What follows belongs to an exercise in optimizing a design on an open flow for small area and few clock cycles; a production flow would make more cautious choices.
RTL that was checked went through simulation tests only; none was proved equivalent to the original.

==> job 782 <==
## marching_squares_top
module marching_squares_top (
    input  wire        clk,
    input  wire        rst_n,
    input  wire        cell_valid,
    output wire        cell_stall,
    input  wire [79:0] cell_word,
    output wire        seg_valid,
    input  wire        seg_stall,
    output wire [36:0] seg,
    input  wire        psel,
    input  wire        penable,
    input  wire        pwrite,
    input  wire [3:0]  paddr,
    input  wire [31:0] pwdata,
    output wire [31:0] prdata,
    output wire        pready
);
==> module mscs_seg_calc, before the edit <==
module mscs_seg_calc (
    input  wire logic [mscs_pkg::COUNT_BITS-1:0]  cols,       
    input  wire logic [mscs_pkg::INDEX_BITS-1:0]  horiz,      
    input  wire logic [7:0]                       ma,         
    input  wire logic [8:0]                       mb,         
    input  wire logic [7:0]                       mc,         
    input  wire logic                             hmode,      
    input  wire logic [3:0]                       on,         
    input  wire logic [1:0]                       pe,         
    input  wire logic [1:0]                       qe,         
    input  wire logic                             last,
    output mscs_pkg::segment_t                    seg
);
    localparam int IW = mscs_pkg::INDEX_BITS;
    localparam logic [1:0] E_TOP    = 2'd0;
    localparam logic [1:0] E_RIGHT  = 2'd1;
    localparam logic [1:0] E_BOTTOM = 2'd2;
    localparam logic [1:0] E_LEFT   = 2'd3;
    function automatic logic [4:0] ep_ctl(input logic [1:0] e, input logic [3:0] o);
        logic ta, tb;
        logic v;
        logic [2:0] sel;
        logic cin;
        case (e)
            E_TOP:    begin ta = o[3]; tb = o[2]; end
            E_RIGHT:  begin ta = o[2]; tb = o[1]; end
            E_BOTTOM: begin ta = o[0]; tb = o[1]; end
            default:  begin ta = o[3]; tb = o[0]; end
        endcase
        v = ta ^ tb;
        case (e)
            E_TOP:    begin sel = v ? 3'd0 : 3'd3; cin = v ? tb : 1'b1; end
            E_RIGHT:  begin sel = v ? (tb ? 3'd1 : 3'd0) : 3'd2; cin = 1'b1; end
            E_BOTTOM: begin sel = v ? 3'd1 : 3'd4; cin = v & tb; end
            default:  begin sel = v ? (tb ? 3'd1 : 3'd0) : 3'd2; cin = 1'b0; end
        endcase
        ep_ctl = {v, sel, cin};
    endfunction
    function automatic logic [IW-1:0] offs(input logic [2:0] s, input logic [IW-1:0] c,
                                           input logic [IW-1:0] h, input logic [IW-1:0] n,
                                           input logic [IW-1:0] cn);
        case (s)
            3'd1:    offs = c;
            3'd2:    offs = h;
            3'd3:    offs = n;
            3'd4:    offs = cn;
            default: offs = '0;
        endcase
    endfunction
    logic [4:0]    pc, qc;
    logic [2:0]    psel;
    logic          pcin;
    logic [IW-1:0] ny, cny, cz;
    logic [9:0]    cny10;
    logic [IW-1:0] po, qo;
    assign pc   = ep_ctl(pe, on);
    assign qc   = ep_ctl(qe, on);
    assign psel = hmode ? 3'd4 : pc[3:1];
    assign pcin = hmode ? 1'b0 : pc[0];
    assign ny   = {9'h1ff, ~ma};
    assign cz   = {8'h00, cols};
    assign cny10 = {1'b0, cols} + {2'b11, ~ma};
    assign cny   = {{7{cny10[9]}}, cny10};
    assign po   = offs(psel, cz, horiz, ny, cny);
    assign qo   = offs(qc[3:1], cz, horiz, ny, cny);
    mscs_idx u_idx (
        .a    (ma),
        .b    (mb),
        .c    (mc),
        .po   (po),
        .pcin (pcin),
        .qo   (qo),
        .qcin (qc[0]),
        .pi   (seg.first_index),
        .qi   (seg.second_index)
    );
    assign seg.first_is_vertex  = pc[4];
    assign seg.second_is_vertex = qc[4];
    assign seg.last_of_cell     = last;
endmodule
export LEC_CHECK = 0
export CAP_MARGIN = 20
export CORE_MARGIN = 2
export CORE_UTILIZATION = 40
export SLEW_MARGIN = 20
create_clock -name core_clock -period 9.0 [get_ports {clk}]
standard.sh (not shown) runs the stock make flow with config.mk's settings and CLKGATE_MAP_FILE= SYNTH_SCRIPT=/design/flow/synth_recipe.tcl, a recipe that flattens the netlist after the stock synthesis.
==> flow/flow/run.sh <==
#!/bin/bash
# The standard layout with these changes:
#  - synthesis: the standard script (same registers, names and cell types), but
#    the design's modules are kept apart until after technology mapping; the
#    index datapath (mscs_idx, mscs_seg_calc), which holds the critical path, is mapped with
#    ORFS's speed script and every other module with flow/abc_area.script, an
#    area-oriented mapping; the yosys pre-mapping abc pass is skipped. After
#    flattening, the index datapath's internal wire names are dropped so that
#    its outputs drive the output ports directly, buffers are inserted only for
#    outputs that share a net (as the standard synthesis does), and the netlist
#    is renamed as in the standard synthesis
#  - plain buf_1 cells as the port buffers
#  - a clock tree of clkbuf_8 cells, larger sink clusters, no dummy loads
set -uo pipefail
W=$(pwd)
sed -e "s#^source \$::env(SCRIPTS_DIR)/synth_preamble.tcl\$#source \$::env(SCRIPTS_DIR)/synth_preamble.tcl\nset abc_area_args [lreplace \$abc_args 1 1 $W/flow/abc_area.script]#" \
    -e "s#^  log_cmd abc {\*}\$abc_args\$#  log_cmd abc {*}\$abc_args mscs_idx mscs_seg_calc\n  log_cmd abc {*}\$abc_area_args marching_squares_top marching_squares_cell_segments#" \
    "$FLOW_HOME/scripts/synth.tcl" > "$W/my_synth_core.tcl"
sed -e "s#source \$::env(SCRIPTS_DIR)/synth.tcl#source $W/my_synth_core.tcl#" \
    -e "s#yosys synth -nofsm -noshare#yosys synth -nofsm -noshare -noabc#" \
    -e "s#^opt_clean -purge\$#yosys rename -hide w:u_core.u_calc.*\nopt_clean -purge\ninsbuf -buf {*}\$::env(MIN_BUF_CELL_AND_PORTS)#" \
    synth_recipe.tcl > "$W/my_synth.tcl"
sed "s#SYNTH_SCRIPT=[^ ]*#SYNTH_SCRIPT=$W/my_synth.tcl#" standard.sh > "$W/my_standard.sh"
SYNTH_HIERARCHICAL=1 SYNTH_MINIMUM_KEEP_SIZE=0 SYNTH_INSBUF=0 bash "$W/my_standard.sh" synth > synth.log 2>&1
export BUFFER_PORTS_ARGS="-buffer_cell sky130_fd_sc_hd__buf_1"
export CTS_ARGS="-sink_clustering_enable -repair_clock_nets -buf_list sky130_fd_sc_hd__clkbuf_8 -root_buf sky130_fd_sc_hd__clkbuf_8 -dont_use_dummy_load -sink_clustering_size 30"
bash "$W/my_standard.sh" > standard.log 2>&1
==> flow/flow/abc_area.script <==
strash
&get -n
&fraig -x
&put
scorr
dc2
dch -f
amap
topo
stime -c
==> job 8544: changes against job 782 <==
--- a/flow/design.v
+++ b/flow/design.v
@@ -127,2 +127,15 @@
     endfunction
+    function automatic logic [IW-1:0] c_minus_y1(input logic [8:0] c, input logic [7:0] y);
+        logic [IW-1:0] a, b, s;
+        logic          k;
+        a = {8'h00, c};
+        b = {9'h1ff, ~y};
+        k = 1'b0;
+        for (int i = 0; i < IW; i++)
+        begin
+            s[i] = a[i] ^ b[i] ^ k;
+            k    = (a[i] & b[i]) | (a[i] & k) | (b[i] & k);
+        end
+        c_minus_y1 = s;
+    endfunction
     logic [4:0]    pc, qc;
@@ -131,3 +144,2 @@
     logic [IW-1:0] ny, cny, cz;
-    logic [9:0]    cny10;
     logic [IW-1:0] po, qo;
@@ -139,4 +151,3 @@
     assign cz   = {8'h00, cols};
-    assign cny10 = {1'b0, cols} + {2'b11, ~ma};
-    assign cny   = {{7{cny10[9]}}, cny10};
+    assign cny  = c_minus_y1(cols, ma);
     assign po   = offs(psel, cz, horiz, ny, cny);
--- a/flow/flow/run.sh
+++ b/flow/flow/run.sh
@@ -4,3 +4,3 @@
 #    the design's modules are kept apart until after technology mapping; the
-#    index datapath (mscs_idx, mscs_seg_calc), which holds the critical path, is mapped with
+#    index adder tree (mscs_idx), which holds the critical path, is mapped with
 #    ORFS's speed script and every other module with flow/abc_area.script, an
@@ -16,3 +16,3 @@
 sed -e "s#^source \$::env(SCRIPTS_DIR)/synth_preamble.tcl\$#source \$::env(SCRIPTS_DIR)/synth_preamble.tcl\nset abc_area_args [lreplace \$abc_args 1 1 $W/flow/abc_area.script]#" \
-    -e "s#^  log_cmd abc {\*}\$abc_args\$#  log_cmd abc {*}\$abc_args mscs_idx mscs_seg_calc\n  log_cmd abc {*}\$abc_area_args marching_squares_top marching_squares_cell_segments#" \
+    -e "s#^  log_cmd abc {\*}\$abc_args\$#  log_cmd abc {*}\$abc_args mscs_idx\n  log_cmd abc {*}\$abc_area_args marching_squares_top marching_squares_cell_segments mscs_seg_calc#" \
     "$FLOW_HOME/scripts/synth.tcl" > "$W/my_synth_core.tcl"
@@ -20,3 +20,3 @@
     -e "s#yosys synth -nofsm -noshare#yosys synth -nofsm -noshare -noabc#" \
-    -e "s#^opt_clean -purge\$#yosys rename -hide w:u_core.u_calc.*\nopt_clean -purge\ninsbuf -buf {*}\$::env(MIN_BUF_CELL_AND_PORTS)#" \
+    -e "s#^opt_clean -purge\$#rename -hide w:u_core.u_calc.*\nopt_clean -purge\ninsbuf -buf {*}\$::env(MIN_BUF_CELL_AND_PORTS)#" \
     synth_recipe.tcl > "$W/my_synth.tcl"
==> results.py <==
metrics = {
    "outcome": {
        "status": "no timing/DRC/antenna violations",
    },
    "yosys": {
        "ys.warnings.count": 8,
    },
    "timing": {
        "tns_ns": 0,
    },
    "placed_design": {
        "post-place-ws_ns": 0.5961,
    },
    "floorplan": {
        "start_util": 0.4034,
    },
}
That was job 782.
==> results.py <==
metrics = {
    "outcome": {
        "stop_stage": "synthesis",
        "status": "did not finish",
        "error_line": "ERROR: TCL interpreter returned an error: can't rename \"-hide\": command doesn't exist",
    },
    "yosys": {
        "ys.warnings.count": 2,
    },
}
That was job 8544.
Testbench counts of job 8544, summed over its fixed seeds: cycles 10,644.
No functional check of the RTL was part of job 782.

port drivers added, routing unchanged:
No port has a modelled driver above. Below, the same layout with a new extraction and two added sets of constraints. Step 1 assumes that a clkbuf_16 drives the clock port and a buf_2 every other input. Step 2 also shifts input and output timing later by t, the mid clock arrival at the registers, as if the neighbouring blocks saw the same clock. a / b / c = no drivers / after step 1 / after step 2; a / b = the first two.
run: job 782
t (ns): 0.417
setup slack, ns: 0.477 / 0.432 / 0.849
worst data-port slew with drivers (ns): 0.06
After both steps setup and hold are still met in job 782. For job 782, drivers alone change the setup slack by -0.045 ns; drivers and shift together by +0.372 ns.
